Context: an optimization exercise on an open-source flow, tuned for small area. The choices shown serve that exercise and are no tape-out recipe.
In this exercise RTL edits were held to simulation tests only and were not proved equivalent to the original.
No activity file was given, so power comes from the tool's default toggle rates.

==> inputs of job 6275 <==
Design sha256_main_round, start of the top module:
module sha256_main_round
(
    input  logic         clk,
    input  logic         reset_n,
    input  logic         msg_init,
    input  logic         w_vld,
    input  logic [5:0]   w_cnt,
    input  logic [31:0]  Wt,
    output logic         busy,
    output logic         blk_done,
    output logic         seq_err,
    output logic [255:0] digest
);
Settings: LEC_CHECK=0, CAP_MARGIN=20, CORE_MARGIN=2, CORE_UTILIZATION=65, CTS_BUF_LIST=sky130_fd_sc_hd__clkbuf_8, CTS_CLUSTER_DIAMETER=70, CTS_CLUSTER_SIZE=14, SETUP_SLACK_MARGIN=0.05, SLEW_MARGIN=20; clock period 8.0 ns.
standard.sh (not shown) runs the stock make flow with config.mk's settings and CLKGATE_MAP_FILE= SYNTH_SCRIPT=/design/flow/synth_recipe.tcl, a recipe that flattens the netlist after the stock synthesis.
==> flow/flow/run.sh <==
#!/bin/bash
# Own layout flow: the standard flow with these changes.
#  1. After the standard synthesis, flow/fixinv.py cleans up polarity: it
#     removes inverters around full-adder cells (a full adder is self-dual, so
#     a cell can take all its inputs and give all its outputs complemented) and
#     swaps gates for their complements (nand2 <-> and2, ...) where that saves
#     area. Registers are untouched.
#  2. Port buffers are the smallest buffer, sky130_fd_sc_hd__buf_1.
# Each tool's output goes to a log of its own in this folder.
set -euo pipefail
R=orfs/results/${FLOW_PLATFORM}/sha256_main_round/base
bash standard.sh "$PWD/$R/1_2_yosys.v" > synth.log 2>&1
cp "$R/1_2_yosys.v" 1_2_yosys.orig.v
python3 flow/fixinv.py 1_2_yosys.orig.v "$R/1_2_yosys.v" > fixinv.log 2>&1
bash standard.sh "BUFFER_PORTS_ARGS=-buffer_cell sky130_fd_sc_hd__buf_1" finish > layout.log 2>&1
Other scripts of this flow, unchanged in this note and not shown: flow/flow/fixinv.py
==> inputs of job 5653, as changes to job 6275 <==
- CORE_UTILIZATION: 65 -> 76
- SETUP_SLACK_MARGIN: 0.05 -> 0.15
==> inputs of job 7490, as changes to job 6275 <==
- CORE_UTILIZATION: 65 -> 72
- CTS_BUF_LIST: sky130_fd_sc_hd__clkbuf_8 -> unset
- CTS_CLUSTER_DIAMETER: 70 -> 90
- CTS_CLUSTER_SIZE: 14 -> 22
- PLACE_DENSITY: unset -> 0.75
- SETUP_SLACK_MARGIN: 0.05 -> 0.15
==> comparison table <==
metric                                                                     job 6275                   job 5653                    job 7490
Number of clock buffer instances in the layout                                   51                         46                          48
Status                                                     timing/DRC/antenna clean            failed layout checks    timing/DRC/antenna clean
Reasons for failing layout checks                                                 -       negative setup slack                           -
M3 GR Usage                                                                   15.0%                      20.9%                       18.2%
Tcrit/Tclk final                                                              97.8%                       100%                       98.3%
Max stage delay on crit path                                                0.63 ns                    0.72 ns                     0.55 ns
Flop2flop setup slack                                                       0.18 ns                   -0.02 ns                     0.14 ns
Data arrival time of the critical path                                      8.24 ns                    8.45 ns                     8.27 ns
Maximum resistive drop on vdd                                            0.000174 V                 0.000133 V                  0.000195 V
Met1 usage in global routing                                                  59.8%                      65.6%                       63.7%
Number of buffers inserted during clock tree synthesis                           47                         45                          30
Fraction of area in non-clock buffers                                         5.92%                      5.44%                       5.59%
Power density relative to cell area                                     129 mW/mm^2                126 mW/mm^2                 131 mW/mm^2
Count of cells along the worst register-to-register path                         27                         24                          27
Count of endpoints failing setup in the final report                              0                          1                           0
Net switching power figure                                                0.00154 W                  0.00151 W                   0.00151 W
Levels on crit path                                                              27                         24                          27
Total Power Consumption                                                   0.00544 W                  0.00528 W                   0.00549 W
Clock root buffer master                                  sky130_fd_sc_hd__clkbuf_8  sky130_fd_sc_hd__clkbuf_8  sky130_fd_sc_hd__clkbuf_16
Proportion of power drawn by the clock network                                31.1%                      29.3%                       32.2%
Setup tns final                                                                0 ns                 -0.0243 ns                        0 ns
Well-Tap Cells                                                                  773                        672                         688
Share of power burned in combinational logic                                  15.8%                      16.0%                       15.3%
Initial antenna violation count                                                   7                         10                           8
Number of global-route vias before repair                                     29413                      30875                       30588


==> inputs of tundra <==
sha256_main_round again, from the RTL that the note above started with.
clock: 8.0 ns
lec_check: 0
cap_margin: 20
core_margin: 2
core_utilization: 72
cts_buf_list: sky130_fd_sc_hd__clkbuf_8
cts_cluster_diameter: 70
cts_cluster_size: 14
setup_slack_margin: 0.15
slew_margin: 20
tns_end_percent: 5
Scripts as last shown in full above: flow/flow/run.sh
Other scripts of this flow, unchanged in this note and not shown: flow/flow/fixinv.py
==> fjord: changes against tundra <==
- CTS_BUF_LIST: sky130_fd_sc_hd__clkbuf_8 -> default
- CTS_CLUSTER_DIAMETER: 70 -> 90
- CTS_CLUSTER_SIZE: 14 -> 22
- GPL_TIMING_DRIVEN: default -> 0
- TNS_END_PERCENT: 5 -> default
==> summary.txt <==
Run status: tundra complete, no violations; fjord did not finish
Failing step: tundra -; fjord global routing
Cell count after placement: tundra 4,545; fjord 4,575
Clock tree buffer depth: tundra 3; fjord 3
CTS buffer count: tundra 45; fjord 30
Post-DP Area: tundra 40,900 µm²; fjord 40,400 µm²
# Post-CTS Setup Buffers: tundra 1; fjord 25
Yosys warnings: tundra 3; fjord 3
# rows: tundra 84; fjord 84
DP HPWL: tundra 104,000 µm; fjord 120,000 µm
X dimension of the die: tundra 235 µm; fjord 235 µm
H-Tree Level Count: tundra 2; fjord 1
Avg Inst Size Synth: tundra 10.7 µm²; fjord 10.7 µm²
Number of nets in the synthesized netlist: tundra 4,166; fjord 4,166
Hold-fix buffers at CTS: tundra 0; fjord 0
Quantity of gates resized following cts: tundra 4; fjord 305
Netlist Area Pre-Place: tundra 38,400 µm²; fjord 38,400 µm²
I/O pins: tundra 301; fjord 301
CTS Root Cell: tundra clkbuf_8; fjord clkbuf_16
Cells after synthesis: tundra 3,586; fjord 3,586
Total of buffers placed on input and output ports: tundra 300; fjord 299
Setup slack after placement: tundra -0.0991 ns; fjord -2.73 ns
Weighted congestion reported at the end of routability-driven placement: tundra 1.13; fjord 1.13
Initial standard-cell utilization of the core: tundra 72.9%; fjord 72.9%


==> run a: inputs <==
Starting RTL as in the previous note.
Design sha256_main_round, start of the top module:
module sha256_main_round
(
    input  logic         clk,
    input  logic         reset_n,
    input  logic         msg_init,
    input  logic         w_vld,
    input  logic [5:0]   w_cnt,
    input  logic [31:0]  Wt,
    output logic         busy,
    output logic         blk_done,
    output logic         seq_err,
    output logic [255:0] digest
);
    logic         st_round;    
    logic         st_update;   
    logic [7:0]   cnt_lo;      
    logic [7:0]   cnt_hi;      
    logic         hvld;
    logic [255:0] hreg;
    logic [255:0] work;
    logic         accept;
    logic         last;
    logic [255:0] hcur;
    logic [255:0] hsum;
    logic [255:0] src;
    logic [31:0]  a_n, e_n;
    assign accept = w_vld && !msg_init && !st_update && cnt_lo[w_cnt[2:0]] && cnt_hi[w_cnt[5:3]];
    assign last   = accept && cnt_lo[7] && cnt_hi[7];
    assign hcur = hvld ? hreg : sha256_pkg::IV;
    assign src  = (st_round || st_update) ? work : hcur;
    for (genvar i = 0; i < 8; i++) begin : g_hadd
        sha256_add_ci #(.B(11)) u_add (
            .x (hcur[32*i +: 32]),
            .y (work[32*i +: 32] & {32{st_update}}),
            .s (hsum[32*i +: 32])
        );
    end
    sha256_round_comb u_round (
        .a   (src[255:224]),
        .b   (src[223:192]),
        .c   (src[191:160]),
        .d   (src[159:128]),
        .e   (src[127:96]),
        .f   (src[95:64]),
        .g   (src[63:32]),
        .h   (src[31:0]),
        .k_t (sha256_pkg::k_twohot(cnt_lo, cnt_hi)),
        .w_t (Wt),
        .a_n (a_n),
        .e_n (e_n)
    );
    always_ff @(posedge clk or negedge reset_n) begin
        if (!reset_n) begin
            st_round  <= 1'b0;
            st_update <= 1'b0;
            cnt_lo    <= 8'd1;
            cnt_hi    <= 8'd1;
            hvld      <= 1'b0;
            blk_done  <= 1'b0;
            seq_err   <= 1'b0;
        end else begin
            st_round  <= !msg_init && (st_round ? !last : accept);
            st_update <= !msg_init && last;
            blk_done  <= last;
            hvld      <= !msg_init;
            if (msg_init) begin
                cnt_lo  <= 8'd1;
                cnt_hi  <= 8'd1;
  ...
export LEC_CHECK = 0
export CAP_MARGIN = 20
export CORE_MARGIN = 2
export CORE_UTILIZATION = 65
export CTS_CLUSTER_DIAMETER = 90
export CTS_CLUSTER_SIZE = 22
export SETUP_SLACK_MARGIN = 0.05
export SLEW_MARGIN = 20
create_clock -name core_clock -period 8.0 [get_ports {clk}]
Scripts as last shown in full above: flow/flow/run.sh
Other scripts of this flow, unchanged in this note and not shown: flow/flow/fixinv.py
==> run b: changes against run a <==
CAP_MARGIN = 10   (was 20)
CORE_UTILIZATION = 72   (was 65)
SETUP_SLACK_MARGIN = 0.15   (was 0.05)
SLEW_MARGIN = 10   (was 20)
==> notes <==
- In run b the global-route usage is higher than in run a, by 5.4 points.
- Of run a and run b, run b has the higher first-iteration DRC count (gap 20%, measured against run b).
- Sequential power is about the same in run b and run a.
- Of run b and run a, run a has the higher final area (gap about 0.9%, measured against run a).
- Of run b and run a, run b has the higher clock skew (gap 0.0058 ns).
- In sequential cell count, run a and run b do not differ.
- Against run a, the final cell count of run b is lower by about 2.5%.

-- separate check: timing with driven ports --
In the flow no input, the clock included, has a driving cell. The finished layouts below were timed again as built, in two steps.
Step 1 assumes that a clkbuf_16 drives the clock port and a buf_2 every other input.
Step 2, shift: input delay + t, output delay - t, t = (earliest + latest rising clock arrival at the registers) / 2. This alone moves slack from input paths to output paths.
a / b / c = ideal / step 1 / step 2; a / b = the first two.
| run | t, ns | setup WS [ns] | worst data-port slew with drivers (ns) |
|---|---|---|---|
| job 6275 | 0.744 | 0.178 / 0.178 / 0.178 | 0.06 |
| job 5653 | 0.753 | -0.024 / -0.024 / -0.024 | 0.05 |
| job 7490 | 0.720 | 0.139 / 0.139 / 0.139 | 0.06 |
| tundra | 0.787 | 0.182 / 0.182 / 0.182 | 0.06 |
| run a | 0.728 | 0.149 / 0.149 / 0.149 | 0.06 |
| run b | 0.720 | 0.139 / 0.139 / 0.139 | 0.06 |
